From an optimization exercise on the open Yosys and OpenROAD flow, aimed at small area, a short achievable clock period and few clock cycles per item; shortcuts taken in it are not production practice.
Where RTL was checked, it was by simulation tests only, not by an equivalence proof against the original.
Only the layout flow was run in run 2; the RTL was not checked for function there.

[flow/config.mk]
export PLATFORM = sky130hd
export DESIGN_NAME = yuvToRgb
export DESIGN_NICKNAME = yuvToRgb
export VERILOG_FILES = /design/flow/design.v
export SDC_FILE = /design/flow/constraint.sdc
export NUM_CORES = 4
export LEC_CHECK = 0
export CAP_MARGIN = 20
export CORE_MARGIN = 2
export CORE_UTILIZATION = 40
export CTS_CLUSTER_DIAMETER = 100
export CTS_CLUSTER_SIZE = 25
export SETUP_SLACK_MARGIN = 5
export SLEW_MARGIN = 20
export SYNTH_HIERARCHICAL = 1
export SYNTH_MINIMUM_KEEP_SIZE = 0
[flow/flow/run.sh]
#!/bin/bash
set -euo pipefail
bash standard.sh SETUP_SLACK_MARGIN=8.6 "BUFFER_PORTS_ARGS=-buffer_cell sky130_fd_sc_hd__buf_2" finish > standard.log 2>&1
[flow/constraint.sdc]
create_clock -name core_clock -period 12.0 [get_ports {Clock}]
set_input_delay 2.4000 -clock core_clock [delete_from_list [all_inputs] [get_ports {Clock}]]
set_output_delay 2.4000 -clock core_clock [all_outputs]
set_load 0.01 [all_outputs]
[flow/design.v]
package sramMapPkg;
	typedef logic [17:0] sramAddr_t;
	typedef struct packed {
		logic [7:0] hi;
		logic [7:0] lo;
	} sramBytes_t;
	typedef union packed {
		logic [15:0] raw;
		sramBytes_t bytes;
	} sramWord_u;
	typedef enum logic [1:0] {
		PlaneY,
		PlaneU,
		PlaneV
	} plane_e;
	typedef struct packed {
		plane_e plane;
		sramAddr_t address;
	} readReq_t;
	typedef struct packed {
		plane_e plane;
		sramWord_u word;
	} readRet_t;
endpackage
package colorPkg;
	typedef logic [7:0] sample_t;
	typedef logic signed [31:0] fixed_t;
	typedef struct packed {
		fixed_t uEven;
		fixed_t uOdd;
		fixed_t vEven;
		fixed_t vOdd;
	} chromaPair_t;
	typedef struct packed {
		sample_t y0;
		sample_t y1;
		chromaPair_t chroma;
	} yuvPair_t;
	typedef struct packed {
		sample_t r;
		sample_t g;
		sample_t b;
	} rgbPixel_t;
	typedef struct packed {
		rgbPixel_t p0;
		rgbPixel_t p1;
	} rgbPair_t;
	localparam fixed_t Tap5 = 32'sd21;
	localparam fixed_t Tap3 = -32'sd52;
	localparam fixed_t Tap1 = 32'sd159;
	localparam fixed_t CoefY = 32'sd76284;
	localparam fixed_t CoefRv = 32'sd104595;
	localparam fixed_t CoefGu = -32'sd25624;
	localparam fixed_t CoefGv = -32'sd53281;
	localparam fixed_t CoefBu = 32'sd132251;
	localparam fixed_t LumaOffset = 32'sd16;
	localparam fixed_t ChromaOffset = 32'sd128;
	localparam fixed_t FilterRound = 32'sd128;
	localparam int FilterShift = 8;
endpackage
`timescale 1ns/1ns
module yuvToRgb (
	input logic Clock,
	input logic resetn,
	input logic start,
	input logic [15:0] readData,
	output logic done,
	output logic [17:0] sramAddress,
	output logic [15:0] sramWriteData,
	output logic sramWeN
);
	logic busy;
	logic wrQ;
	logic [7:0] pq;
	logic [2:0] ph;
	logic [8:0] wa;
	logic shen, shV, shHi;
	logic rdU, rdV, rdY, rkU, rkV, rkY;
	logic [7:0] win [12];
	logic [15:0] pendU, pendV, yw;
	logic [8:0] f, uc;
	logic [8:0] fc9;
	logic [9:0] fd2, fd3;
	logic [15:0] gb;
	logic [7:0] b0;
	function automatic logic [6:0] flagsOf(input logic [7:0] q);
		flagsOf = {q <= 8'd3, q >= 8'd4, (q >= 8'd4) && (q <= 8'd158),
			(q >= 8'd4) && (q <= 8'd162), !q[0] && (q <= 8'd159),
			q[0] && (q <= 8'd158), q == 8'd163};
	endfunction
	logic [6:0] fl, nf, df;
	logic dfPro, dfWrOk, dfRdC, dfRdYk, dfVHi, dfUHi, flLastP;
	logic [1:0] dfQ;
	assign {dfPro, dfWrOk, dfRdC, dfRdYk, dfVHi, dfUHi} = df[6:1];
	assign dfQ = (ph == 3'd4) ? pq[1:0] + 2'd1 : pq[1:0];
	assign flLastP = fl[0];
	logic [2:0] nph;
	logic dWr, dRdU, dRdV, dRdY, dSh, dShV, dShHi;
	logic [6:0] kc;
	logic [7:0] yc;
	assign nph = (ph == 3'd4) ? 3'd0 : ph + 3'd1;
	assign df = (ph == 3'd4) ? nf : fl;
	always_comb begin
		dWr = 1'b0; dRdU = 1'b0; dRdV = 1'b0; dRdY = 1'b0;
		dSh = 1'b0; dShV = 1'b0; dShHi = 1'b0;
		if (dfPro && !(dfQ == 2'd3 && nph > 3'd2)) begin
			case ({dfQ, nph})
				{2'd0, 3'd4}: dRdU = 1'b1;
				{2'd1, 3'd0}: dRdV = 1'b1;
				{2'd1, 3'd1}: begin dSh = 1'b1; dShHi = 1'b1; end
				{2'd1, 3'd2}: begin dSh = 1'b1; dShHi = 1'b1; dShV = 1'b1; end
				{2'd1, 3'd3}: begin dSh = 1'b1; dShHi = 1'b1; end
				{2'd1, 3'd4}: begin dSh = 1'b1; dShHi = 1'b1; dShV = 1'b1; end
				{2'd2, 3'd0}: begin dSh = 1'b1; dShHi = 1'b1; end
				{2'd2, 3'd1}: begin dSh = 1'b1; dShHi = 1'b1; dShV = 1'b1; end
				{2'd2, 3'd2}: begin dSh = 1'b1; dRdU = 1'b1; end
				{2'd2, 3'd3}: begin dSh = 1'b1; dShV = 1'b1; dRdV = 1'b1; end
				{2'd2, 3'd4}: begin dSh = 1'b1; dShHi = 1'b1; end
				{2'd3, 3'd0}: begin dSh = 1'b1; dShHi = 1'b1; dShV = 1'b1; dRdU = 1'b1; end
				{2'd3, 3'd1}: begin dSh = 1'b1; dRdY = 1'b1; end
				{2'd3, 3'd2}: begin dSh = 1'b1; dShV = 1'b1; end
				default: ;
			endcase
		end else begin
			case (nph)
				3'd0: begin
					dRdU = dfQ[0] && dfRdC;
					dRdV = !dfQ[0] && dfRdC;
				end
				3'd1: dRdY = dfRdYk;
				3'd2: begin
					dWr = dfWrOk;
					dSh = 1'b1; dShV = 1'b1;
					dShHi = dfVHi;
				end
				3'd3: begin
					dWr = dfWrOk;
					dSh = 1'b1;
					dShHi = dfUHi;
				end
				default: dWr = dfWrOk;
			endcase
		end
	end
	logic go, lastNow;
	assign go = start && !busy;
	assign lastNow = flLastP && (ph == 3'd4);
	always_ff @(posedge Clock or negedge resetn) begin
		if (!resetn) begin
			busy <= 1'b0;
			done <= 1'b0;
			wrQ <= 1'b0;
		end else begin
			if (go) begin
				busy <= 1'b1;
				done <= 1'b0;
			end else if (busy && lastNow) begin
				busy <= 1'b0;
				done <= 1'b1;
			end
			wrQ <= busy && !lastNow && !go && dWr;
		end
	end
	always_ff @(posedge Clock) begin
		if (go) begin
			pq <= 8'd0;
			ph <= 3'd4;
			fl <= flagsOf(8'd0);
			nf <= flagsOf(8'd1);
			wa <= 9'd0;
			kc <= 7'd0;
			yc <= 8'd0;
			sramAddress <= 18'd38400;
			rdU <= 1'b1; rdV <= 1'b0; rdY <= 1'b0;
			shen <= 1'b0; shV <= 1'b0; shHi <= 1'b0;
		end else begin
			ph <= nph;
			if (ph == 3'd4) begin
				pq <= pq + 8'd1;
				fl <= nf;
				nf <= flagsOf(pq + 8'd2);
			end
			if (dWr)
				wa <= wa + 9'd1;
			if (dRdV)
				kc <= kc + 7'd1;
			if (dRdY)
				yc <= yc + 8'd1;
			if (dWr)
				sramAddress <= {9'd287, wa};
			else if (dRdY)
				sramAddress <= {10'd0, yc};
			else if (dRdU)
				sramAddress <= {11'd300, kc};
			else
				sramAddress <= {11'd450, kc};
			rdU <= busy && dRdU;
			rdV <= busy && dRdV;
			rdY <= busy && dRdY;
			shen <= busy && dSh;
			shV <= dShV;
			shHi <= dShHi;
		end
		rkU <= rdU;
		rkV <= rdV;
		rkY <= rdY;
	end
	assign sramWeN = !wrQ;
	logic [7:0] shIn;
	logic [8:0] sA, sB, sC;
	assign sA = {1'b0, win[0]} + {1'b0, win[10]};
	assign sB = {1'b0, win[2]} + {1'b0, win[8]};
	assign sC = {1'b0, win[4]} + {1'b0, win[6]};
	always_comb begin
		case ({shV, shHi})
			2'b00: shIn = pendU[7:0];
			2'b01: shIn = pendU[15:8];
			2'b10: shIn = pendV[7:0];
			default: shIn = pendV[15:8];
		endcase
	end
	always_ff @(posedge Clock) begin
		if (rkU)
			pendU <= readData;
		if (rkV)
			pendV <= readData;
		if (rkY)
			yw <= readData;
		if (shen) begin
			for (int i = 0; i < 11; i++)
				win[i] <= win[i + 1];
			win[11] <= shIn;
		end
		fc9 <= sC;
		fd2 <= {1'b0, sA} - {1'b0, sB} + 10'd512;
		fd3 <= {1'b0, sC} - {1'b0, sB} + 10'd512;
	end
	logic [22:0] lum;
	logic [7:0] ysel;
	logic [8:0] pu, pv;
	assign pu = uc;
wire lm_1;
wire lm_2;
wire lm_3;
wire lm_4;
wire lm_5;
wire lm_6;
wire lm_7;
wire lm_8;
wire lm_9;
wire lm_10;
wire lm_11;
wire lm_12;
wire lm_13;
wire lm_14;
wire lm_15;
wire lm_16;
wire lm_17;
wire lm_18;
wire lm_19;
wire lm_20;
wire lm_21;
wire lm_22;
wire lm_23;
wire lm_24;
wire lm_25;
wire lm_26;
wire lm_27;
wire lm_28;
wire lm_29;
wire lm_30;
wire lm_31;
wire lm_32;
wire lm_33;
wire lm_34;
wire lm_35;
wire lm_36;
wire lm_37;
wire lm_38;
wire lm_39;
wire lm_40;
wire lm_41;
wire lm_42;
wire lm_43;
wire lm_44;
wire lm_45;
wire lm_46;
wire lm_47;
wire lm_48;
wire lm_49;
wire lm_50;
wire lm_51;
wire lm_52;
wire lm_53;
wire lm_54;
wire lm_55;
wire lm_56;
wire lm_57;
wire lm_58;
wire lm_59;
wire lm_60;
wire lm_61;
wire lm_62;
wire lm_63;
wire lm_64;
assign lm_1 = ~~ysel[0];
assign lm_2 = ~ysel[1];
assign lm_3 = ~ysel[2];
assign lm_4 = ~ysel[3];
assign lm_5 = ~ysel[4];
assign lm_6 = ~ysel[5];
assign lm_7 = ~ysel[6];
assign lm_8 = ~ysel[7];
assign lm_9 = ~ysel[6];
assign lm_10 = ~ysel[7];
assign lm_11 = ~ysel[6];
assign lm_12 = ~ysel[7];
assign lm_13 = ~ysel[5];
assign lm_14 = ~ysel[6];
assign lm_15 = ~ysel[7];
assign lm_16 = ~ysel[7];
HA lm_17_i (ysel[5], ysel[3], lm_17, lm_18);
HA lm_19_i (ysel[4], ysel[1], lm_19, lm_20);
HA lm_21_i (ysel[5], ysel[2], lm_21, lm_22);
HA lm_23_i (ysel[2], ysel[0], lm_23, lm_24);
FA lm_25_i (ysel[3], ysel[1], ysel[4], lm_25, lm_26);
FA lm_27_i (ysel[4], ysel[2], ysel[5], lm_27, lm_28);
FA lm_29_i (ysel[0], ysel[6], lm_8, lm_29, lm_30);
FA lm_31_i (ysel[7], lm_9, lm_18, lm_31, lm_32);
FA lm_33_i (ysel[6], lm_10, lm_20, lm_33, lm_34);
FA lm_35_i (ysel[3], ysel[7], lm_11, lm_35, lm_36);
HA lm_37_i (ysel[4], ysel[6], lm_37, lm_38);
HA lm_39_i (ysel[0], ysel[1], lm_39, lm_40);
FA lm_41_i (ysel[1], ysel[2], lm_4, lm_41, lm_42);
FA lm_43_i (ysel[3], lm_5, lm_23, lm_43, lm_44);
FA lm_45_i (lm_6, lm_24, lm_25, lm_45, lm_46);
FA lm_47_i (lm_7, lm_26, lm_27, lm_47, lm_48);
FA lm_49_i (lm_17, lm_28, lm_29, lm_49, lm_50);
FA lm_51_i (lm_19, lm_30, lm_31, lm_51, lm_52);
FA lm_53_i (lm_21, lm_32, lm_33, lm_53, lm_54);
FA lm_55_i (lm_22, lm_35, lm_34, lm_55, lm_56);
FA lm_57_i (lm_12, lm_37, lm_36, lm_57, lm_58);
FA lm_59_i (ysel[7], lm_13, lm_38, lm_59, lm_60);
HA lm_61_i (ysel[5], lm_14, lm_61, lm_62);
HA lm_63_i (ysel[6], lm_15, lm_63, lm_64);
wire [22:0] lum_d = {lm_16, lm_62, lm_61, lm_59, lm_57, lm_54, lm_52, lm_50, lm_48, lm_46, lm_44, lm_42, lm_40, lm_3, lm_2, ysel[0], ~ysel[6], ~ysel[5], ~ysel[4], ~ysel[3], ~ysel[2], ~ysel[1], lm_1} + {lm_64, lm_63, lm_60, lm_58, lm_56, lm_55, lm_53, lm_51, lm_49, lm_47, lm_45, lm_43, lm_41, lm_39, 1'b0, ~ysel[7], 1'b0, 1'b0, 1'b0, 1'b0, 1'b0, ~ysel[0], 1'b0};
wire cr_1;
wire cr_2;
wire cr_3;
wire cr_4;
wire cr_5;
wire cr_6;
wire cr_7;
wire cr_8;
wire cr_9;
wire cr_10;
wire cr_11;
wire cr_12;
wire cr_13;
wire cr_14;
wire cr_15;
wire cr_16;
wire cr_17;
wire cr_18;
wire cr_19;
wire cr_20;
wire cr_21;
wire cr_22;
wire cr_23;
wire cr_24;
wire cr_25;
wire cr_26;
wire cr_27;
wire cr_28;
wire cr_29;
wire cr_30;
wire cr_31;
wire cr_32;
wire cr_33;
wire cr_34;
wire cr_35;
wire cr_36;
wire cr_37;
wire cr_38;
wire cr_39;
wire cr_40;
wire cr_41;
wire cr_42;
wire cr_43;
wire cr_44;
wire cr_45;
wire cr_46;
wire cr_47;
wire cr_48;
wire cr_49;
wire cr_50;
wire cr_51;
wire cr_52;
wire cr_53;
wire cr_54;
wire cr_55;
wire cr_56;
wire cr_57;
wire cr_58;
wire cr_59;
wire cr_60;
wire cr_61;
wire cr_62;
wire cr_63;
wire cr_64;
wire cr_65;
wire cr_66;
wire cr_67;
wire cr_68;
wire cr_69;
wire cr_70;
wire cr_71;
wire cr_72;
wire cr_73;
wire cr_74;
wire cr_75;
wire cr_76;
wire cr_77;
wire cr_78;
wire cr_79;
wire cr_80;
wire cr_81;
wire cr_82;
wire cr_83;
wire cr_84;
wire cr_85;
wire cr_86;
wire cr_87;
wire cr_88;
wire cr_89;
wire cr_90;
wire cr_91;
wire cr_92;
wire cr_93;
wire cr_94;
wire cr_95;
wire cr_96;
wire cr_97;
wire cr_98;
wire cr_99;
wire cr_100;
wire cr_101;
wire cr_102;
wire cr_103;
wire cr_104;
wire cr_105;
wire cr_106;
wire cr_107;
wire cr_108;
wire cr_109;
wire cr_110;
wire cr_111;
wire cr_112;
wire cr_113;
wire cr_114;
wire cr_115;
wire cr_116;
wire cr_117;
wire cr_118;
wire cr_119;
wire cr_120;
wire cr_121;
wire cr_122;
wire cr_123;
wire cr_124;
wire cr_125;
wire cr_126;
wire cr_127;
wire cr_128;
wire cr_129;
wire cr_130;
wire cr_131;
wire cr_132;
wire cr_133;
wire cr_134;
wire cr_135;
wire cr_136;
wire cr_137;
wire cr_138;
assign cr_1 = ~~pv[0];
assign cr_2 = ~lum[4];
assign cr_3 = ~lum[6];
assign cr_4 = ~lum[7];
assign cr_5 = ~lum[10];
assign cr_6 = ~lum[12];
assign cr_7 = ~lum[14];
assign cr_8 = ~lum[16];
assign cr_9 = ~lum[20];
assign cr_10 = ~lum[22];
assign cr_11 = ~pv[8];
assign cr_12 = ~pv[8];
FA cr_13_i (lum[5], pv[5], pv[3], cr_13, cr_14);
FA cr_15_i (pv[6], pv[4], pv[1], cr_15, cr_16);
FA cr_17_i (pv[7], pv[5], pv[2], cr_17, cr_18);
FA cr_19_i (lum[8], pv[8], pv[6], cr_19, cr_20);
HA cr_21_i (lum[9], pv[7], cr_21, cr_22);
HA cr_23_i (pv[8], pv[5], cr_23, cr_24);
FA cr_25_i (lum[11], pv[6], pv[0], cr_25, cr_26);
HA cr_27_i (pv[7], pv[1], cr_27, cr_28);
FA cr_29_i (lum[13], pv[8], pv[2], cr_29, cr_30);
HA cr_31_i (lum[12], ~pv[4], cr_31, cr_32);
FA cr_33_i (pv[3], ~pv[5], ~pv[1], cr_33, cr_34);
FA cr_35_i (lum[15], pv[4], pv[0], cr_35, cr_36);
HA cr_37_i (lum[14], ~pv[6], cr_37, cr_38);
FA cr_39_i (pv[5], pv[1], ~pv[7], cr_39, cr_40);
HA cr_41_i (~pv[3], cr_8, cr_41, cr_42);
FA cr_43_i (lum[17], pv[6], pv[2], cr_43, cr_44);
FA cr_45_i (lum[16], ~pv[8], ~pv[4], cr_45, cr_46);
FA cr_47_i (lum[18], pv[7], pv[3], cr_47, cr_48);
HA cr_49_i (lum[19], pv[8], cr_49, cr_50);
HA cr_51_i (lum[2], pv[2], cr_51, cr_52);
FA cr_53_i (lum[3], pv[3], pv[1], cr_53, cr_54);
FA cr_55_i (pv[4], pv[2], ~pv[6], cr_55, cr_56);
FA cr_57_i (pv[0], lum[4], ~pv[7], cr_57, cr_58);
FA cr_59_i (~pv[8], cr_3, cr_14, cr_59, cr_60);
FA cr_61_i (lum[6], cr_4, cr_16, cr_61, cr_62);
FA cr_63_i (pv[3], lum[7], cr_18, cr_63, cr_64);
FA cr_65_i (pv[4], ~pv[0], cr_21, cr_65, cr_66);
FA cr_67_i (~pv[1], cr_5, cr_22, cr_67, cr_68);
FA cr_69_i (lum[10], ~pv[2], cr_24, cr_69, cr_70);
FA cr_71_i (~pv[3], cr_6, cr_27, cr_71, cr_72);
FA cr_73_i (~pv[0], cr_28, cr_31, cr_73, cr_74);
FA cr_75_i (cr_7, cr_32, cr_30, cr_75, cr_76);
FA cr_77_i (~pv[2], cr_37, cr_35, cr_77, cr_78);
FA cr_79_i (cr_38, cr_41, cr_36, cr_79, cr_80);
FA cr_81_i (cr_42, cr_43, cr_40, cr_81, cr_82);
FA cr_83_i (~pv[5], cr_44, cr_47, cr_83, cr_84);
FA cr_85_i (pv[4], ~pv[6], cr_49, cr_85, cr_86);
FA cr_87_i (pv[5], ~pv[7], cr_9, cr_87, cr_88);
FA cr_89_i (lum[21], pv[6], lum[20], cr_89, cr_90);
HA cr_91_i (lum[0], pv[0], cr_91, cr_92);
FA cr_93_i (lum[1], pv[1], ~pv[3], cr_93, cr_94);
FA cr_95_i (pv[0], ~pv[4], cr_51, cr_95, cr_96);
FA cr_97_i (~pv[5], cr_52, cr_53, cr_97, cr_98);
FA cr_99_i (cr_2, cr_54, cr_55, cr_99, cr_100);
FA cr_101_i (cr_13, cr_56, cr_57, cr_101, cr_102);
FA cr_103_i (cr_15, cr_58, cr_59, cr_103, cr_104);
FA cr_105_i (cr_17, cr_60, cr_61, cr_105, cr_106);
FA cr_107_i (cr_19, cr_62, cr_63, cr_107, cr_108);
FA cr_109_i (cr_20, cr_65, cr_64, cr_109, cr_110);
FA cr_111_i (cr_23, cr_66, cr_67, cr_111, cr_112);
FA cr_113_i (cr_25, cr_68, cr_69, cr_113, cr_114);
FA cr_115_i (cr_26, cr_70, cr_71, cr_115, cr_116);
FA cr_117_i (cr_29, cr_72, cr_73, cr_117, cr_118);
FA cr_119_i (cr_33, cr_74, cr_75, cr_119, cr_120);
FA cr_121_i (cr_34, cr_76, cr_77, cr_121, cr_122);
FA cr_123_i (cr_39, cr_78, cr_79, cr_123, cr_124);
FA cr_125_i (cr_45, cr_80, cr_81, cr_125, cr_126);
FA cr_127_i (cr_46, cr_83, cr_82, cr_127, cr_128);
FA cr_129_i (cr_48, cr_85, cr_84, cr_129, cr_130);
FA cr_131_i (cr_50, cr_87, cr_86, cr_131, cr_132);
FA cr_133_i (~pv[8], cr_89, cr_88, cr_133, cr_134);
FA cr_135_i (pv[7], cr_10, cr_90, cr_135, cr_136);
HA cr_137_i (lum[22], cr_11, cr_137, cr_138);
wire [16:0] cr_lo = {1'b0, {cr_116, cr_114, cr_112, cr_111, cr_108, cr_106, cr_104, cr_102, cr_100, cr_98, cr_96, cr_94, cr_92, ~pv[2], ~pv[1], cr_1}} + {1'b0, {cr_117, cr_115, cr_113, cr_110, cr_109, cr_107, cr_105, cr_103, cr_101, cr_99, cr_97, cr_95, cr_93, cr_91, ~pv[0], 1'b0}};
logic [22:0] cr_r;
wire [22:0] cr_d = {cr_lo[16], cr_138, cr_136, cr_134, cr_132, cr_130, cr_128, cr_127, cr_125, cr_123, cr_121, cr_119, cr_12, cr_137, cr_135, cr_133, cr_131, cr_129, cr_126, cr_124, cr_122, cr_120, cr_118};
wire [10:0] cr_x = {cr_r[10], cr_r[9], cr_r[8], cr_r[7], cr_r[6], cr_r[5], cr_r[4], cr_r[3], cr_r[2], cr_r[1], cr_r[0]} + {cr_r[21], cr_r[20], cr_r[19], cr_r[18], cr_r[17], cr_r[16], cr_r[15], cr_r[14], cr_r[13], cr_r[12], cr_r[11]} + {10'd0, cr_r[22]};
wire cg_1;
wire cg_2;
wire cg_3;
wire cg_4;
wire cg_5;
wire cg_6;
wire cg_7;
wire cg_8;
wire cg_9;
wire cg_10;
wire cg_11;
wire cg_12;
wire cg_13;
wire cg_14;
wire cg_15;
wire cg_16;
wire cg_17;
wire cg_18;
wire cg_19;
wire cg_20;
wire cg_21;
wire cg_22;
wire cg_23;
wire cg_24;
wire cg_25;
wire cg_26;
wire cg_27;
wire cg_28;
wire cg_29;
wire cg_30;
wire cg_31;
wire cg_32;
wire cg_33;
wire cg_34;
wire cg_35;
wire cg_36;
wire cg_37;
wire cg_38;
wire cg_39;
wire cg_40;
wire cg_41;
wire cg_42;
wire cg_43;
wire cg_44;
wire cg_45;
wire cg_46;
wire cg_47;
wire cg_48;
wire cg_49;
wire cg_50;
wire cg_51;
wire cg_52;
wire cg_53;
wire cg_54;
wire cg_55;
wire cg_56;
wire cg_57;
wire cg_58;
wire cg_59;
wire cg_60;
wire cg_61;
wire cg_62;
wire cg_63;
wire cg_64;
wire cg_65;
wire cg_66;
wire cg_67;
wire cg_68;
wire cg_69;
wire cg_70;
wire cg_71;
wire cg_72;
wire cg_73;
wire cg_74;
wire cg_75;
wire cg_76;
wire cg_77;
wire cg_78;
wire cg_79;
wire cg_80;
wire cg_81;
wire cg_82;
wire cg_83;
wire cg_84;
wire cg_85;
wire cg_86;
wire cg_87;
wire cg_88;
wire cg_89;
wire cg_90;
wire cg_91;
wire cg_92;
wire cg_93;
wire cg_94;
wire cg_95;
wire cg_96;
wire cg_97;
wire cg_98;
wire cg_99;
wire cg_100;
wire cg_101;
wire cg_102;
wire cg_103;
wire cg_104;
wire cg_105;
wire cg_106;
wire cg_107;
wire cg_108;
wire cg_109;
wire cg_110;
wire cg_111;
wire cg_112;
wire cg_113;
wire cg_114;
wire cg_115;
wire cg_116;
wire cg_117;
wire cg_118;
wire cg_119;
wire cg_120;
wire cg_121;
wire cg_122;
wire cg_123;
wire cg_124;
wire cg_125;
wire cg_126;
wire cg_127;
wire cg_128;
wire cg_129;
wire cg_130;
wire cg_131;
wire cg_132;
wire cg_133;
wire cg_134;
wire cg_135;
wire cg_136;
wire cg_137;
wire cg_138;
wire cg_139;
wire cg_140;
wire cg_141;
wire cg_142;
wire cg_143;
wire cg_144;
wire cg_145;
wire cg_146;
wire cg_147;
wire cg_148;
wire cg_149;
wire cg_150;
wire cg_151;
wire cg_152;
wire cg_153;
wire cg_154;
wire cg_155;
wire cg_156;
wire cg_157;
wire cg_158;
wire cg_159;
wire cg_160;
wire cg_161;
wire cg_162;
wire cg_163;
wire cg_164;
wire cg_165;
wire cg_166;
wire cg_167;
wire cg_168;
wire cg_169;
wire cg_170;
wire cg_171;
wire cg_172;
wire cg_173;
wire cg_174;
wire cg_175;
wire cg_176;
wire cg_177;
wire cg_178;
wire cg_179;
wire cg_180;
wire cg_181;
wire cg_182;
wire cg_183;
wire cg_184;
assign cg_1 = ~~pv[0];
assign cg_2 = ~lum[5];
assign cg_3 = ~lum[6];
assign cg_4 = ~lum[7];
assign cg_5 = ~lum[9];
assign cg_6 = ~lum[11];
assign cg_7 = ~lum[13];
assign cg_8 = ~lum[15];
assign cg_9 = ~lum[17];
assign cg_10 = ~lum[18];
assign cg_11 = ~lum[19];
assign cg_12 = ~lum[20];
assign cg_13 = ~lum[21];
assign cg_14 = ~lum[22];
assign cg_15 = ~lum[22];
assign cg_16 = ~lum[22];
FA cg_17_i (lum[14], pu[3], pv[2], cg_17, cg_18);
FA cg_19_i (pu[4], pv[3], ~pu[7], cg_19, cg_20);
FA cg_21_i (lum[16], pu[5], pv[4], cg_21, cg_22);
HA cg_23_i (lum[15], ~pu[8], cg_23, cg_24);
FA cg_25_i (pu[6], pv[5], ~pu[4], cg_25, cg_26);
FA cg_27_i (pu[7], pv[6], lum[17], cg_27, cg_28);
HA cg_29_i (pu[8], pv[7], cg_29, cg_30);
HA cg_31_i (lum[3], pu[2], cg_31, cg_32);
FA cg_33_i (lum[4], pu[3], ~pu[1], cg_33, cg_34);
FA cg_35_i (pu[4], ~pu[2], ~pv[7], cg_35, cg_36);
FA cg_37_i (pu[5], lum[5], ~pu[3], cg_37, cg_38);
HA cg_39_i (~pv[8], ~pv[3], cg_39, cg_40);
FA cg_41_i (pu[6], lum[6], ~pu[4], cg_41, cg_42);
HA cg_43_i (~pv[4], cg_4, cg_43, cg_44);
FA cg_45_i (lum[8], pu[7], lum[7], cg_45, cg_46);
FA cg_47_i (~pu[5], ~pu[0], ~pv[5], cg_47, cg_48);
FA cg_49_i (pu[8], ~pu[6], ~pu[1], cg_49, cg_50);
HA cg_51_i (~pv[6], cg_5, cg_51, cg_52);
FA cg_53_i (lum[10], lum[9], ~pu[7], cg_53, cg_54);
FA cg_55_i (~pu[2], ~pv[7], ~pv[0], cg_55, cg_56);
FA cg_57_i (pu[0], ~pu[8], ~pu[3], cg_57, cg_58);
FA cg_59_i (~pv[8], ~pv[1], cg_6, cg_59, cg_60);
FA cg_61_i (lum[12], pu[1], pv[0], cg_61, cg_62);
FA cg_63_i (lum[11], ~pu[4], ~pv[2], cg_63, cg_64);
FA cg_65_i (pu[2], pv[1], ~pu[5], cg_65, cg_66);
FA cg_67_i (~pu[0], ~pv[3], cg_7, cg_67, cg_68);
FA cg_69_i (lum[13], ~pu[6], ~pu[1], cg_69, cg_70);
FA cg_71_i (~pv[4], ~pv[0], cg_17, cg_71, cg_72);
FA cg_73_i (~pu[2], ~pv[5], ~pv[1], cg_73, cg_74);
FA cg_75_i (cg_8, cg_18, cg_19, cg_75, cg_76);
FA cg_77_i (~pu[3], ~pv[6], ~pv[2], cg_77, cg_78);
FA cg_79_i (cg_23, cg_21, cg_20, cg_79, cg_80);
FA cg_81_i (~pv[7], ~pv[3], cg_9, cg_81, cg_82);
FA cg_83_i (cg_24, cg_22, cg_25, cg_83, cg_84);
FA cg_85_i (~pu[5], ~pv[8], ~pv[4], cg_85, cg_86);
FA cg_87_i (cg_10, cg_27, cg_26, cg_87, cg_88);
FA cg_89_i (lum[18], ~pu[6], ~pv[5], cg_89, cg_90);
FA cg_91_i (cg_11, cg_29, cg_28, cg_91, cg_92);
FA cg_93_i (pv[8], lum[19], ~pu[7], cg_93, cg_94);
FA cg_95_i (~pv[6], cg_12, cg_30, cg_95, cg_96);
FA cg_97_i (lum[20], ~pu[8], ~pv[7], cg_97, cg_98);
HA cg_99_i (~pu[0], ~pv[5], cg_99, cg_100);
FA cg_101_i (~pv[6], ~pv[1], cg_32, cg_101, cg_102);
FA cg_103_i (~pv[2], cg_2, cg_34, cg_103, cg_104);
FA cg_105_i (cg_3, cg_39, cg_36, cg_105, cg_106);
FA cg_107_i (cg_40, cg_43, cg_38, cg_107, cg_108);
FA cg_109_i (cg_44, cg_45, cg_42, cg_109, cg_110);
FA cg_111_i (cg_51, cg_46, cg_48, cg_111, cg_112);
FA cg_113_i (cg_52, cg_50, cg_53, cg_113, cg_114);
FA cg_115_i (cg_54, cg_56, cg_57, cg_115, cg_116);
FA cg_117_i (cg_61, cg_58, cg_60, cg_117, cg_118);
FA cg_119_i (cg_62, cg_64, cg_65, cg_119, cg_120);
FA cg_121_i (cg_66, cg_68, cg_69, cg_121, cg_122);
FA cg_123_i (cg_70, cg_73, cg_72, cg_123, cg_124);
FA cg_125_i (cg_74, cg_77, cg_76, cg_125, cg_126);
FA cg_127_i (cg_78, cg_81, cg_80, cg_127, cg_128);
FA cg_129_i (cg_82, cg_85, cg_84, cg_129, cg_130);
FA cg_131_i (cg_86, cg_89, cg_91, cg_131, cg_132);
FA cg_133_i (cg_90, cg_93, cg_95, cg_133, cg_134);
FA cg_135_i (cg_13, cg_94, cg_97, cg_135, cg_136);
FA cg_137_i (lum[21], ~pv[8], cg_14, cg_137, cg_138);
HA cg_139_i (lum[1], pu[0], cg_139, cg_140);
FA cg_141_i (lum[2], pu[1], ~pv[4], cg_141, cg_142);
FA cg_143_i (~pv[0], cg_31, cg_99, cg_143, cg_144);
FA cg_145_i (cg_100, cg_33, cg_101, cg_145, cg_146);
FA cg_147_i (cg_35, cg_102, cg_103, cg_147, cg_148);
FA cg_149_i (cg_37, cg_104, cg_105, cg_149, cg_150);
FA cg_151_i (cg_41, cg_106, cg_107, cg_151, cg_152);
FA cg_153_i (cg_47, cg_108, cg_109, cg_153, cg_154);
FA cg_155_i (cg_49, cg_110, cg_111, cg_155, cg_156);
FA cg_157_i (cg_55, cg_112, cg_113, cg_157, cg_158);
FA cg_159_i (cg_59, cg_114, cg_115, cg_159, cg_160);
FA cg_161_i (cg_63, cg_116, cg_117, cg_161, cg_162);
FA cg_163_i (cg_67, cg_118, cg_119, cg_163, cg_164);
FA cg_165_i (cg_71, cg_120, cg_121, cg_165, cg_166);
FA cg_167_i (cg_122, cg_75, cg_123, cg_167, cg_168);
FA cg_169_i (cg_79, cg_124, cg_125, cg_169, cg_170);
FA cg_171_i (cg_83, cg_126, cg_127, cg_171, cg_172);
FA cg_173_i (cg_87, cg_128, cg_129, cg_173, cg_174);
FA cg_175_i (cg_88, cg_131, cg_130, cg_175, cg_176);
FA cg_177_i (cg_92, cg_133, cg_132, cg_177, cg_178);
FA cg_179_i (cg_96, cg_135, cg_134, cg_179, cg_180);
FA cg_181_i (cg_98, cg_137, cg_136, cg_181, cg_182);
HA cg_183_i (cg_15, cg_138, cg_183, cg_184);
wire [16:0] cg_lo = {1'b0, {cg_162, cg_160, cg_158, cg_156, cg_154, cg_152, cg_150, cg_148, cg_146, cg_144, cg_142, cg_140, ~pv[3], lum[0], ~pv[1], cg_1}} + {1'b0, {cg_163, cg_161, cg_159, cg_157, cg_155, cg_153, cg_151, cg_149, cg_147, cg_145, cg_143, cg_141, cg_139, ~pv[2], ~pv[0], 1'b0}};
logic [22:0] cg_r;
wire [22:0] cg_d = {cg_lo[16], cg_184, cg_182, cg_180, cg_178, cg_176, cg_175, cg_173, cg_171, cg_169, cg_167, cg_165, cg_16, cg_183, cg_181, cg_179, cg_177, cg_174, cg_172, cg_170, cg_168, cg_166, cg_164};
wire [10:0] cg_x = {cg_r[10], cg_r[9], cg_r[8], cg_r[7], cg_r[6], cg_r[5], cg_r[4], cg_r[3], cg_r[2], cg_r[1], cg_r[0]} + {cg_r[21], cg_r[20], cg_r[19], cg_r[18], cg_r[17], cg_r[16], cg_r[15], cg_r[14], cg_r[13], cg_r[12], cg_r[11]} + {10'd0, cg_r[22]};
wire cb_1;
wire cb_2;
wire cb_3;
wire cb_4;
wire cb_5;
wire cb_6;
wire cb_7;
wire cb_8;
wire cb_9;
wire cb_10;
wire cb_11;
wire cb_12;
wire cb_13;
wire cb_14;
wire cb_15;
wire cb_16;
wire cb_17;
wire cb_18;
wire cb_19;
wire cb_20;
wire cb_21;
wire cb_22;
wire cb_23;
wire cb_24;
wire cb_25;
wire cb_26;
wire cb_27;
wire cb_28;
wire cb_29;
wire cb_30;
wire cb_31;
wire cb_32;
wire cb_33;
wire cb_34;
wire cb_35;
wire cb_36;
wire cb_37;
wire cb_38;
wire cb_39;
wire cb_40;
wire cb_41;
wire cb_42;
wire cb_43;
wire cb_44;
wire cb_45;
wire cb_46;
wire cb_47;
wire cb_48;
wire cb_49;
wire cb_50;
wire cb_51;
wire cb_52;
wire cb_53;
wire cb_54;
wire cb_55;
wire cb_56;
wire cb_57;
wire cb_58;
wire cb_59;
wire cb_60;
wire cb_61;
wire cb_62;
wire cb_63;
wire cb_64;
wire cb_65;
wire cb_66;
wire cb_67;
wire cb_68;
wire cb_69;
wire cb_70;
wire cb_71;
wire cb_72;
wire cb_73;
wire cb_74;
wire cb_75;
wire cb_76;
wire cb_77;
wire cb_78;
wire cb_79;
wire cb_80;
wire cb_81;
wire cb_82;
wire cb_83;
wire cb_84;
wire cb_85;
wire cb_86;
wire cb_87;
wire cb_88;
wire cb_89;
wire cb_90;
wire cb_91;
wire cb_92;
wire cb_93;
wire cb_94;
wire cb_95;
wire cb_96;
wire cb_97;
wire cb_98;
wire cb_99;
wire cb_100;
wire cb_101;
wire cb_102;
wire cb_103;
wire cb_104;
wire cb_105;
wire cb_106;
wire cb_107;
wire cb_108;
wire cb_109;
wire cb_110;
wire cb_111;
wire cb_112;
wire cb_113;
wire cb_114;
assign cb_1 = ~~pu[0];
assign cb_2 = ~lum[0];
assign cb_3 = ~lum[4];
assign cb_4 = ~lum[6];
assign cb_5 = ~lum[7];
assign cb_6 = ~lum[9];
assign cb_7 = ~lum[10];
assign cb_8 = ~lum[11];
assign cb_9 = ~lum[13];
assign cb_10 = ~lum[17];
assign cb_11 = ~lum[19];
assign cb_12 = ~lum[20];
assign cb_13 = ~lum[21];
assign cb_14 = ~lum[22];
assign cb_15 = ~pu[8];
assign cb_16 = ~pu[8];
FA cb_17_i (lum[5], pu[2], pu[0], cb_17, cb_18);
FA cb_19_i (pu[3], pu[1], ~pu[8], cb_19, cb_20);
FA cb_21_i (pu[4], pu[2], lum[6], cb_21, cb_22);
FA cb_23_i (lum[8], pu[5], pu[3], cb_23, cb_24);
HA cb_25_i (pu[0], lum[7], cb_25, cb_26);
FA cb_27_i (pu[6], pu[4], pu[1], cb_27, cb_28);
FA cb_29_i (pu[7], pu[5], pu[2], cb_29, cb_30);
FA cb_31_i (pu[8], pu[6], pu[3], cb_31, cb_32);
HA cb_33_i (lum[12], pu[7], cb_33, cb_34);
HA cb_35_i (lum[1], lum[0], cb_35, cb_36);
HA cb_37_i (lum[2], ~pu[4], cb_37, cb_38);
FA cb_39_i (lum[3], pu[0], ~pu[5], cb_39, cb_40);
FA cb_41_i (pu[1], ~pu[6], ~pu[4], cb_41, cb_42);
FA cb_43_i (lum[4], ~pu[7], ~pu[5], cb_43, cb_44);
FA cb_45_i (~pu[6], cb_4, cb_18, cb_45, cb_46);
FA cb_47_i (~pu[7], cb_5, cb_21, cb_47, cb_48);
FA cb_49_i (~pu[8], cb_25, cb_22, cb_49, cb_50);
FA cb_51_i (cb_6, cb_26, cb_24, cb_51, cb_52);
FA cb_53_i (lum[9], cb_7, cb_28, cb_53, cb_54);
FA cb_55_i (lum[10], cb_8, cb_30, cb_55, cb_56);
FA cb_57_i (pu[4], lum[11], cb_33, cb_57, cb_58);
FA cb_59_i (pu[8], pu[5], cb_9, cb_59, cb_60);
HA cb_61_i (lum[14], pu[6], cb_61, cb_62);
HA cb_63_i (lum[15], pu[7], cb_63, cb_64);
HA cb_65_i (lum[16], pu[8], cb_65, cb_66);
HA cb_67_i (~pu[2], ~pu[0], cb_67, cb_68);
FA cb_69_i (~pu[3], ~pu[1], cb_35, cb_69, cb_70);
FA cb_71_i (~pu[2], cb_36, cb_37, cb_71, cb_72);
FA cb_73_i (~pu[3], cb_38, cb_39, cb_73, cb_74);
FA cb_75_i (cb_3, cb_40, cb_41, cb_75, cb_76);
FA cb_77_i (cb_17, cb_42, cb_43, cb_77, cb_78);
FA cb_79_i (cb_44, cb_19, cb_45, cb_79, cb_80);
FA cb_81_i (cb_20, cb_46, cb_47, cb_81, cb_82);
FA cb_83_i (cb_23, cb_48, cb_49, cb_83, cb_84);
FA cb_85_i (cb_27, cb_50, cb_51, cb_85, cb_86);
FA cb_87_i (cb_29, cb_52, cb_53, cb_87, cb_88);
FA cb_89_i (cb_31, cb_54, cb_55, cb_89, cb_90);
FA cb_91_i (cb_32, cb_57, cb_56, cb_91, cb_92);
FA cb_93_i (cb_34, cb_59, cb_58, cb_93, cb_94);
FA cb_95_i (lum[13], cb_61, cb_60, cb_95, cb_96);
FA cb_97_i (pu[0], cb_62, cb_63, cb_97, cb_98);
FA cb_99_i (pu[1], cb_64, cb_65, cb_99, cb_100);
FA cb_101_i (pu[2], cb_10, cb_66, cb_101, cb_102);
FA cb_103_i (lum[18], pu[3], lum[17], cb_103, cb_104);
HA cb_105_i (pu[4], cb_11, cb_105, cb_106);
FA cb_107_i (pu[5], lum[19], cb_12, cb_107, cb_108);
FA cb_109_i (pu[6], lum[20], cb_13, cb_109, cb_110);
FA cb_111_i (pu[7], lum[21], cb_14, cb_111, cb_112);
HA cb_113_i (lum[22], cb_15, cb_113, cb_114);
wire [16:0] cb_lo = {1'b0, {cb_93, cb_90, cb_88, cb_86, cb_84, cb_82, cb_80, cb_78, cb_76, cb_74, cb_72, cb_70, cb_68, cb_2, ~pu[1], cb_1}} + {1'b0, {cb_92, cb_91, cb_89, cb_87, cb_85, cb_83, cb_81, cb_79, cb_77, cb_75, cb_73, cb_71, cb_69, cb_67, ~pu[0], 1'b0}};
logic [22:0] cb_r;
wire [22:0] cb_d = {cb_lo[16], cb_114, cb_112, cb_111, cb_109, cb_107, cb_104, cb_102, cb_101, cb_99, cb_96, cb_94, cb_16, cb_113, cb_110, cb_108, cb_106, cb_105, cb_103, cb_100, cb_98, cb_97, cb_95};
wire [10:0] cb_x = {cb_r[10], cb_r[9], cb_r[8], cb_r[7], cb_r[6], cb_r[5], cb_r[4], cb_r[3], cb_r[2], cb_r[1], cb_r[0]} + {cb_r[21], cb_r[20], cb_r[19], cb_r[18], cb_r[17], cb_r[16], cb_r[15], cb_r[14], cb_r[13], cb_r[12], cb_r[11]} + {10'd0, cb_r[22]};
wire fl_1;
wire fl_2;
wire fl_3;
wire fl_4;
wire fl_5;
wire fl_6;
wire fl_7;
wire fl_8;
wire fl_9;
wire fl_10;
wire fl_11;
wire fl_12;
wire fl_13;
wire fl_14;
wire fl_15;
wire fl_16;
wire fl_17;
wire fl_18;
wire fl_19;
wire fl_20;
wire fl_21;
wire fl_22;
wire fl_23;
wire fl_24;
wire fl_25;
wire fl_26;
wire fl_27;
wire fl_28;
wire fl_29;
wire fl_30;
wire fl_31;
wire fl_32;
wire fl_33;
wire fl_34;
wire fl_35;
wire fl_36;
wire fl_37;
wire fl_38;
wire fl_39;
wire fl_40;
wire fl_41;
wire fl_42;
wire fl_43;
wire fl_44;
wire fl_45;
wire fl_46;
wire fl_47;
wire fl_48;
wire fl_49;
wire fl_50;
wire fl_51;
wire fl_52;
wire fl_53;
wire fl_54;
wire fl_55;
wire fl_56;
wire fl_57;
wire fl_58;
wire fl_59;
wire fl_60;
wire fl_61;
wire fl_62;
wire fl_63;
wire fl_64;
wire fl_65;
wire fl_66;
wire fl_67;
wire fl_68;
wire fl_69;
wire fl_70;
wire fl_71;
wire fl_72;
wire fl_73;
wire fl_74;
wire fl_75;
wire fl_76;
wire fl_77;
wire fl_78;
wire fl_79;
wire fl_80;
wire fl_81;
wire fl_82;
wire fl_83;
wire fl_84;
wire fl_85;
wire fl_86;
wire fl_87;
wire fl_88;
assign fl_1 = ~fd2[0];
assign fl_2 = ~fc9[0];
assign fl_3 = ~fc9[3];
assign fl_4 = ~fc9[5];
HA fl_5_i (fc9[1], fd3[3], fl_5, fl_6);
HA fl_7_i (fc9[2], fd3[4], fl_7, fl_8);
HA fl_9_i (fd3[0], fd2[1], fl_9, fl_10);
FA fl_11_i (fd3[1], fd2[2], fd2[4], fl_11, fl_12);
FA fl_13_i (fd3[2], fd2[3], fd2[5], fl_13, fl_14);
HA fl_15_i (fd2[7], ~fd3[7], fl_15, fl_16);
FA fl_17_i (fd2[4], fd2[6], fd2[8], fl_17, fl_18);
FA fl_19_i (fc9[0], ~fd3[8], fl_5, fl_19, fl_20);
FA fl_21_i (fd2[5], fd2[7], fd2[9], fl_21, fl_22);
FA fl_23_i (~fd3[9], fl_6, fl_7, fl_23, fl_24);
FA fl_25_i (fd3[5], fd2[6], fd2[8], fl_25, fl_26);
HA fl_27_i (fl_3, fl_8, fl_27, fl_28);
FA fl_29_i (fc9[4], fd3[6], fd2[7], fl_29, fl_30);
HA fl_31_i (fd2[9], fc9[3], fl_31, fl_32);
HA fl_33_i (fd3[7], fd2[8], fl_33, fl_34);
HA fl_35_i (fc9[6], fd3[8], fl_35, fl_36);
HA fl_37_i (fd2[0], fd2[2], fl_37, fl_38);
FA fl_39_i (fd2[3], fd2[5], ~fd3[5], fl_39, fl_40);
FA fl_41_i (fd2[6], ~fd3[6], fl_10, fl_41, fl_42);
FA fl_43_i (fl_2, fl_15, fl_12, fl_43, fl_44);
FA fl_45_i (fl_16, fl_14, fl_17, fl_45, fl_46);
FA fl_47_i (fl_18, fl_21, fl_20, fl_47, fl_48);
FA fl_49_i (fl_22, fl_25, fl_27, fl_49, fl_50);
FA fl_51_i (fl_31, fl_26, fl_28, fl_51, fl_52);
FA fl_53_i (fl_4, fl_32, fl_33, fl_53, fl_54);
FA fl_55_i (fd2[9], fc9[5], fl_34, fl_55, fl_56);
HA fl_57_i (fc9[7], fd3[9], fl_57, fl_58);
HA fl_59_i (fd2[1], fd2[0], fl_59, fl_60);
FA fl_61_i (fd2[0], fd2[2], ~fd3[2], fl_61, fl_62);
FA fl_63_i (fd2[1], fd2[3], ~fd3[3], fl_63, fl_64);
FA fl_65_i (fd2[4], ~fd3[4], fl_37, fl_65, fl_66);
FA fl_67_i (fl_38, fl_9, fl_39, fl_67, fl_68);
FA fl_69_i (fl_11, fl_40, fl_41, fl_69, fl_70);
FA fl_71_i (fl_13, fl_42, fl_43, fl_71, fl_72);
FA fl_73_i (fl_19, fl_44, fl_45, fl_73, fl_74);
FA fl_75_i (fl_23, fl_46, fl_47, fl_75, fl_76);
FA fl_77_i (fl_24, fl_49, fl_48, fl_77, fl_78);
FA fl_79_i (fl_29, fl_50, fl_51, fl_79, fl_80);
FA fl_81_i (fl_30, fl_53, fl_52, fl_81, fl_82);
FA fl_83_i (fl_35, fl_54, fl_55, fl_83, fl_84);
FA fl_85_i (fl_36, fl_57, fl_56, fl_85, fl_86);
HA fl_87_i (fc9[8], fl_58, fl_87, fl_88);
wire [16:0] fl_s = {fl_88, fl_87, fl_84, fl_83, fl_80, fl_79, fl_76, fl_74, fl_72, fl_70, fl_68, fl_66, fl_64, fl_62, fl_60, ~fd3[1], ~fd3[0]} + {1'b0, fl_86, fl_85, fl_82, fl_81, fl_78, fl_77, fl_75, fl_73, fl_71, fl_69, fl_67, fl_65, fl_63, fl_61, fl_59, fl_1};
wire [8:0] fl_q = fl_s[16:8];
	function automatic logic [7:0] clip(input logic [10:0] x);
		if (x[10:9] == 2'b00)
			clip = 8'd0;
		else if (x[10] || (x[9] && x[8]))
			clip = 8'd255;
		else
			clip = x[7:0];
	endfunction
	logic [7:0] cR, cG, cB;
	assign cR = clip(cr_x);
	assign cG = clip(cg_x);
	assign cB = clip(cb_x);
	always_ff @(posedge Clock) begin
		f <= fl_q;
		uc <= (ph == 3'd4) ? {win[3][7], !win[3][7], win[3][6:0]} : f;
		pv <= (ph == 3'd4) ? {win[4][7], !win[4][7], win[4][6:0]} : fl_q;
		ysel <= (ph == 3'd3) ? yw[15:8] : yw[7:0];
		lum <= lum_d;
		cr_r <= cr_d;
		cg_r <= cg_d;
		cb_r <= cb_d;
		b0 <= cB;
		gb <= {cG, cB};
		case (ph)
			3'd1: sramWriteData <= {cR, cG};
			3'd2: sramWriteData <= {b0, cR};
			default: sramWriteData <= gb;
		endcase
	end
endmodule
module FA(input a, input b, input c, output s, output co);
	assign s = a ^ b ^ c;
	assign co = (a & b) | (a & c) | (b & c);
endmodule
module HA(input a, input b, output s, output co);
	assign s = a ^ b;
	assign co = a & b;
endmodule
[flow/standard.sh]
#!/bin/bash
# synth_recipe.tcl (not shown) runs the flow's synth.tcl, then flattens the netlist and writes it again
# the make line also repeats each setting of config.mk as NAME=value (left out here)
make -C /OpenROAD-flow-scripts/flow DESIGN_CONFIG=/design/flow/config.mk WORK_HOME=/design/flow/orfs CLKGATE_MAP_FILE= SYNTH_SCRIPT=/design/flow/synth_recipe.tcl "${@:-finish}"
==> results of run 1 <==
[cells by family after synthesis]
logic type,after synthesis,synth area share [%]
xor+xnor,106,4.15
flops,407,42.9
mux,34,2.10
simple gates,392,8.21
buf+inv,154,2.71
compound gates,288,8.40
other cells,1,0.0167
fa+ha+maj,427,31.5
[Yosys stat by module (local to each module, per instance)]
module	cells inside	cell area, sq um	times used
yuvToRgb	1547	17500	1
FA	1	20.0	213
HA	1	12.5	49
[routing by layer]
metal  track usage, %  wire length [um]  up-vias
met5                0                 0        -
met4             3.67              1080        0
met3             2.61              2590       62
met2             27.3             22100      315
met1             23.6             22200     6773
li1                 -                 -     6452
[worst paths after layout]
| path | from | endpoint |
|---|---|---|
| min in group asynchronous | resetn | wrQ |
| worst min register to register | rdV | rkV |
| worst max-delay path | done | done |
| max in group asynchronous | resetn | busy |
| worst max register to register | fc9[1] | pv[5] |
| worst min-delay path | rdV | rkV |
[worst reg2reg max path, cell delays in order, from the launching register on]
cell and delay, ns:
dfxtp_1 0.32, ha_1 0.30, fa_2 0.36, fa_1 0.51, fa_2 0.43, ha_1 0.37, and3_1 0.24, a211oi_2 0.28
o21bai_1 0.11, xor2_1 0.16, mux2_2 0.27
[final cells by class]
cell class / instances / area (sq um) / area share [%]
inverters: 115 / 488 / 1.96
flip-flops and latches: 407 / 9710 / 38.9
repair buffers: 122 / 865 / 3.47
clock inverters: 3 / 21.3 / 0.0853
multi-input cells: 1248 / 12400 / 49.6
well taps: 748 / 936 / 3.75
clock buffers: 28 / 552 / 2.21
[placed cells by master, fill, tap and decap left out, types with 7 or more instances in the layout]
cell type,synthesis,routed
buf_6,0,13
a21o_1,29,29
and2_1,7,7
nand2b_1,23,23
a21oi_1,84,76
a22oi_1,10,10
clkbuf_16,0,21
o21ai_0,35,32
xnor2_1,60,59
nor2_1,109,109
nor2b_1,10,9
buf_4,6,69
inv_1,114,98
edfxtp_1,144,144
dfxtp_4,0,20
ha_1,198,192
o21a_1,15,14
clkinvlp_4,0,15
nand2_1,130,129
o21ai_1,22,22
mux4_2,9,9
o211ai_1,12,12
nand3_1,27,27
mux2i_1,11,11
and3_1,16,16
mux2_2,14,13
buf_2,5,40
a211oi_1,15,14
a31oi_1,10,9
nand4_1,18,18
nor3_1,18,18
o21bai_1,13,13
dfxtp_1,260,213
dfxtp_2,0,27
a21oi_2,1,8
xor2_1,46,45
clkbuf_1,19,7
fa_1,229,223
[synthesized netlist by cell type (6+ instances only)]
library cell and number:
dfxtp_1 260, fa_1 229, ha_1 198, edfxtp_1 144, nand2_1 130, inv_1 114
nor2_1 109, a21oi_1 84, xnor2_1 60, xor2_1 46, o21ai_0 35, a21o_1 29
nand3_1 27, nand2b_1 23, o21ai_1 22, clkbuf_1 19, nand4_1 18, nor3_1 18
and3_1 16, a211oi_1 15, o21a_1 15, mux2_2 14, o21bai_1 13, o211ai_1 12
mux2i_1 11, a22oi_1 10, a31oi_1 10, nor2b_1 10, buf_1 9, mux4_2 9
and2_1 7, buf_4 6, o221ai_1 6, or3_1 6
[repair_timing]
item / 4_1_cts / 5_1_grt
resized for setup: 64 / 65
setup endpoints to repair: 47 / 54
pin swaps: 8 / 19
buffers inserted: 12 / 52
[sequential cells by signal (all words and copies together) (netlist names), 9 cells and up]
name / cells
sramWriteData: 16
cg_r: 23
gb: 9
fd2: 10
cb_r: 23
wa: 9
f: 9
fc9: 9
fd3: 10
cr_r: 23
lum: 23
pendU: 16
sramAddress: 14
uc: 9
pendV: 16
win: 96
pv: 9
yw: 16
[through the flow]
step / setup slack (ns)
floorplan: 8.62
global placement: 8.39
detailed placement: 8.27
CTS: 8.45
global route: 8.43
finish: 8.50
==> results.txt, run 1 <==
outcome no timing/DRC/antenna violations; top_reg_cell synth dfxtp_1; slew margin rel. 39.8%; FF+latch count, synth just over 400; die height 241 um; Reg2Reg Depth 10; # setup viols final 0; Clock Skew around 0.023 ns; DRT Pass-1 Iters 5; fin nets between 2,000 and 2,500; largest net degree at the start of global routing 74; ant diodes 0; Post-CTS Hold Buffers 0; Routed WL around 48 mm; Inst Count DP 2,576; die width 241 um; Setup CP Type flip-flop to primary output; Max-Cap Viols 0; post-synthesis async set-or-reset flop share less than 1%; top cell type's share of synthesized area 23.2%; H-Tree Depth 1; Crit path depth 1; GPL Wtd Cong around 0.94; Critical Path Sink Type primary output; RSZ-0062 raised after global routing true; dpl hpwl between 30 and 40 mm; synthesized net count approximately 2,300; post-route setup TNS 0 ns; Util after Layout around 45%; synth warn 8; final worst path period share about 29%; crit path max fanout 2; grt ovf 0; top achievable clock speed 0.286 GHz; DR vias/cell about 5.1; Die ar. a little under 60,000 sq um; top cells by area, synth dfxtp_1 (23%), fa_1 (20%), edfxtp_1 (19%); Antenna Nets Post-Route 0; number of global-route vias before repair approximately 14,000; filler instances about 5,000; Sink Count 407; critical path, cell by cell buf_2; io pins 55; Initial Utilization 40.6%; Synth-to-Final Area Change 11.4%; Critical Path Source Type flip-flop; global-route wire length before repair 75.8 mm; final hold viol count 0; Clock Tree Buf Depth 3; Port Buffers 53; Slew Viols, Final 0; placed inst area around 23,000 sq um; EDFF count, synth about 140; DRC 0; Hold Path Depth 0; first-iteration detailed-routing DRC count about 750; Mapped Avg Cell Area around 12 sq um; Clock Latency Late Sink ~0.55 ns; Min-Delay Path Class flip-flop to flip-flop; Num CTS Buffers 20; area leader, netlist dfxtp_1; post-synthesis cell area around 22,000 sq um; Yosys cell types between 70 and 80; via count between 10,000 and 15,000; CTS tree done; reg2reg setup slack roughly 8.6 ns; DR WL/cell between 15 and 20 um; post-synthesis sequential area ratio 42.9%; clock slew at reported path FFs around 0.1 ns; crit path buf inv count 1; crit path time final approximately 3.5 ns; Total GRT Usage approximately 17%; num rows 86; Worst EP arrival 1.10 ns; crit-path max cell delay around 0.41 ns; share of cells above drive strength 1 between 10 and 15%; Non-Filler Instances around 2,700; root buf cell clkbuf_16; core footprint 55,200 sq um; CP delay by family, top flip-flops; Worst-Margin Slew 0.903 ns; Fin Hold WS 0.337 ns; initial antenna violation count 0; slowest CP cell dfrtp_1; Syn Inst Count 1,809; final instance area between 20,000 and 25,000 sq um; Worst Path Required around 9.6 ns
Testbench counts, summed over its fixed seeds: cycles 26,144, rows 32.
==> inputs of run 2 (changes only) <==
--- a/flow/design.v
+++ b/flow/design.v
@@ -84,14 +84,13 @@
 	logic [15:0] gb;
 	logic [7:0] b0;
-	function automatic logic [6:0] flagsOf(input logic [7:0] q);
-		flagsOf = {q <= 8'd3, q >= 8'd4, (q >= 8'd4) && (q <= 8'd158),
-			(q >= 8'd4) && (q <= 8'd162), !q[0] && (q <= 8'd159),
-			q[0] && (q <= 8'd158), q == 8'd163};
+	function automatic logic [2:0] flagsOf(input logic [7:0] q);
+		flagsOf = {q <= 8'd3, q >= 8'd159, q == 8'd163};
 	endfunction
-	logic [6:0] fl, nf, df;
-	logic dfPro, dfWrOk, dfRdC, dfRdYk, dfVHi, dfUHi, flLastP;
+	logic [2:0] fl, nf, df;
+	logic dfPro, dfEndC, dfOdd, flLastP;
 	logic [1:0] dfQ;
-	assign {dfPro, dfWrOk, dfRdC, dfRdYk, dfVHi, dfUHi} = df[6:1];
+	assign {dfPro, dfEndC} = df[2:1];
 	assign dfQ = (ph == 3'd4) ? pq[1:0] + 2'd1 : pq[1:0];
+	assign dfOdd = dfQ[0];
 	assign flLastP = fl[0];
 	logic [2:0] nph;
@@ -125,19 +124,19 @@
 			case (nph)
 				3'd0: begin
-					dRdU = dfQ[0] && dfRdC;
-					dRdV = !dfQ[0] && dfRdC;
+					dRdU = dfOdd && !dfEndC;
+					dRdV = !dfOdd && !dfEndC;
 				end
-				3'd1: dRdY = dfRdYk;
+				3'd1: dRdY = !df[0];
 				3'd2: begin
-					dWr = dfWrOk;
+					dWr = !dfPro;
 					dSh = 1'b1; dShV = 1'b1;
-					dShHi = dfVHi;
+					dShHi = !dfOdd && !dfEndC;
 				end
 				3'd3: begin
-					dWr = dfWrOk;
+					dWr = !dfPro;
 					dSh = 1'b1;
-					dShHi = dfUHi;
+					dShHi = dfOdd && !dfEndC;
 				end
-				default: dWr = dfWrOk;
+				default: dWr = !dfPro;
 			endcase
 		end
@@ -304,5 +303,5 @@
 wire lm_63;
 wire lm_64;
-assign lm_1 = ~~ysel[0];
+assign lm_1 = ysel[0];
 assign lm_2 = ~ysel[1];
 assign lm_3 = ~ysel[2];
@@ -483,5 +482,5 @@
 wire cr_137;
 wire cr_138;
-assign cr_1 = ~~pv[0];
+assign cr_1 = pv[0];
 assign cr_2 = ~lum[4];
 assign cr_3 = ~lum[6];
@@ -746,5 +745,5 @@
 wire cg_183;
 wire cg_184;
-assign cg_1 = ~~pv[0];
+assign cg_1 = pv[0];
 assign cg_2 = ~lum[5];
 assign cg_3 = ~lum[6];
@@ -964,5 +963,5 @@
 wire cb_113;
 wire cb_114;
-assign cb_1 = ~~pu[0];
+assign cb_1 = pu[0];
 assign cb_2 = ~lum[0];
 assign cb_3 = ~lum[4];
==> results.txt, run 2 <==
io pins 55 (unchanged); Port Buffers 53 (unchanged); die width 239 um (-0.65%); Worst EP arrival 4.15 ns (+3.05 ns); post-route setup TNS 0 ns (unchanged); Syn Inst Count 1,763 (-2.5%); crit path buf inv count 0 (-1); commonest cells after routing, fill and taps aside fa_1 (225), dfxtp_1 (209), ha_1 (189); dpl hpwl 36.1 mm (-2.8%); Worst Path Required 12.49 ns (+2.89 ns); Clock Tree Buf Depth 3 (unchanged); Clock Latency Late Sink 0.55 ns (about the same); reg-to-reg critical path endpoint pv[6]; CP delay by family, top adder cells; Synth top cells by count dfxtp_1 (252), fa_1 (229), ha_1 (195); H-Tree Depth 1 (unchanged); critical path, cell by cell fa_2 > fa_1 > fa_1 > ha_2 > or4_4 > o221a_4 > a41oi_4 > o21bai_4 > or4b_4 > nand3_1; largest net degree at the start of global routing 88 (+19%); initial antenna violation count 1 (+1); Setup CP Type flip-flop to flip-flop; final hold viol count 0 (unchanged); DRC 0 (unchanged); Sink Count 399 (-2.0%); filler instances 5,029 (+0.70%); Min-Delay Startpoint rdV; top cells by area, synth dfxtp_1 (23%), fa_1 (21%), edfxtp_1 (20%); Clock Skew 0.0272 ns (+0.00467 ns); synth warn 8 (unchanged); DR vias/cell 5.19 (+1.9%); DR WL/cell 18.1 um (+0.63%); clock slew at reported path FFs 0.11 ns (about the same); DRT Pass-1 Iters 5 (unchanged); Num CTS Buffers 21 (+5.0%); Reg2Reg Depth 10 (unchanged); outcome no timing/DRC/antenna violations; max layer used met4; Yosys cell types 81 (+6.6%); Worst-Margin Slew 0.840 ns (-0.0628 ns); num rows 86 (unchanged); Non-Filler Instances 2,557 (-4.3%); Mapped Avg Cell Area 12.5 sq um (+1.3%); final worst path period share 30.5% (+1.3 points); Critical Path Source Type flip-flop; Met2 Wirelength 22.4 mm (+1.2%); slowest CP cell or4b_4; top cell type's share of synthesized area 22.8% (-0.41 points); Max-Cap Viols 0 (unchanged); EDFF count, synth 144 (unchanged); Antenna Nets Post-Route 0 (unchanged); most frequent cell after synthesis dfxtp_1; # setup viols final 0 (unchanged); top achievable clock speed 0.273 GHz (-4.4%); slew margin rel. 43.9% (+4.1 points); area leader, netlist dfxtp_1; RR Startpoint fd3[1]; number of global-route vias before repair 13,900 (+0.16%); Hold Path End rkV; reg2reg setup slack 8.34 ns (-0.21 ns); crit path max fanout 4 (+2); Fin Hold WS 0.334 ns (-0.00305 ns); Slew Viols, Final 0 (unchanged); M1 wire length 21.2 mm (-4.5%); most common cell after layout, fill and taps aside fa_1; max reg flops 96 (unchanged); ant diodes 0 (unchanged); Crit path top cell by count fa_1; largest reg by FF count win; Hold Path Depth 0 (unchanged); via count 13,300 (-2.4%); GPL Wtd Cong 0.898 (-4.6%); CTS tree done; Critical Path Sink Type flip-flop; Synth-to-Final Area Change 10.5%; post-synthesis cell area 22,100 sq um (-1.3%); Routed WL 46.2 mm (-3.7%); Die ar. 57,100 sq um (-1.3%); top_reg_cell synth dfxtp_1; RSZ-0062 raised after global routing true; Initial Utilization 40.3% (-0.30 points); Total GRT Usage 16.6% (-0.13 points); core footprint 54,900 sq um (-0.58%); met3 WL post-DR 1.92 mm (-26%); post-synthesis async set-or-reset flop share 0.752% (+0.015 points); fin nets 2,285 (-3.2%); root buf cell clkbuf_16; global-route wire length before repair 74.6 mm (-1.5%); die height 239 um (-0.65%); crit-path max cell delay 0.52 ns (+0.11 ns); first-iteration detailed-routing DRC count 777 (+4.3%); synthesized net count 2,206 (-2.2%); FF+latch count, synth 399 (-2.0%); crit path time final 3.66 ns (+0.160 ns); worst slack, placed 8.30 ns (+0.0282 ns); Min-Delay Path Class flip-flop to flip-flop; post-synthesis sequential area ratio 42.7% (-0.15 points); Inst Count DP 2,491 (-3.3%); grt ovf 0 (unchanged); Final WS setup 8.34 ns (-0.160 ns); share of cells above drive strength 1 13.0% (-1.5 points)
run 2: how the worst max path moves through the flow:
| stage | start | to | slack [ns] | depth (start not counted) |
|---|---|---|---|---|
| after global routing | fc9[1] | pv[6] | 8.25 | 13 |
| after global placement | fd2[8] | pv[7] | 8.37 | 11 |
| after floorplan | fd2[2] | pv[7] | 8.53 | 10 |
| after detailed placement | fd2[8] | pv[7] | 8.30 | 11 |
| after CTS | fd3[1] | pv[7] | 8.39 | 10 |
| final | fd3[1] | pv[6] | 8.34 | 10 |
run 2: cells by family after synthesis:
family,share of synthesized area (%)
and+or+nand+nor,7.80
DFF,42.7
adders and majority gates,31.9
xor gates and xnor gates,4.12
muxes,1.94
other,0.0170
buffers and inverters,2.59
AOI/OAI and AO/OA,8.92
run 2: worst reg2reg max path, cell delays in order, from the launching register on:
cell and delay (ns):
dfxtp_2 0.35, fa_2 0.39, fa_1 0.51, fa_1 0.42, ha_2 0.19, or4_4 0.51, o221a_4 0.26, a41oi_4 0.29
o21bai_4 0.10, or4b_4 0.52, nand3_1 0.10
run 2: what timing repair did:
| action | CTS | global route |
|---|---|---|
| gates resized for setup | 52 | 53 |
| pin swaps | 5 | 15 |
| setup buffers | 21 | 11 |
| endpoints found under the setup margin | 45 | 72 |
| hold endpoints to repair | 0 | 0 |
| cloned | 0 | 0 |
| hold buffers | 0 | 0 |
run 2: per-module statistics from Yosys (local to each module, per instance):
module / times used / area, sq um / cells inside
HA: 49 / 12.5 / 1
yuvToRgb: 1 / 17200 / 1501
FA: 213 / 20.0 / 1
run 2: layer usage:
metal | vias up | GRT usage (%)
li1 | 6241 | -
met1 | 6751 | 23.0
met2 | 234 | 27.9
met3 | 49 | 2.24
met4 | 0 | 3.31
met5 | - | 0
run 2: per-stage QoR:
stage / instance area, sq um / utilization [%]
after global routing: 24400 / 44.5
after CTS: 24100 / 44.0
after detailed placement: 23200 / 42.2
final: 24400 / 44.5
after global placement: 23200 / 42.2
after floorplan: 22100 / -
run 2: layout make-up:
cell class | count | area (sq um) | area share, %
multi-input cells | 1217 | 12300 | 50.3
flip-flops and latches | 399 | 9510 | 38.9
well taps | 704 | 881 | 3.61
repair buffers | 89 | 641 | 2.62
clock buffers | 29 | 577 | 2.36
inverters | 114 | 458 | 1.88
clock inverters | 5 | 58.8 | 0.241

## static timing again, ports no longer ideal
The flow's constraints put no driver on any port. The routed layouts listed below were extracted and timed again, unchanged, in two steps. Step 1 assumes that a clkbuf_16 drives the clock port and a buf_2 every other input. Step 2 moves the port delays by t, midway between the first and last clock arrival at a register: inputs arrive t later, outputs are due t later. That takes back most of the time a late clock gives input paths. a / b / c = no drivers / after step 1 / after step 2; a / b = the first two.
run | t (ns) | setup slack, ns | pins driven straight from the clock port
run 1 | 0.599 | 8.498 / 8.440 / 8.473 | 1
run 2 | 0.596 | 8.339 / 8.339 / 8.339 | 1
After both steps setup and hold are still met in every run listed. The setup slack of run 1, which loses most, moves by -0.058 ns with the drivers and by -0.025 ns with both steps.
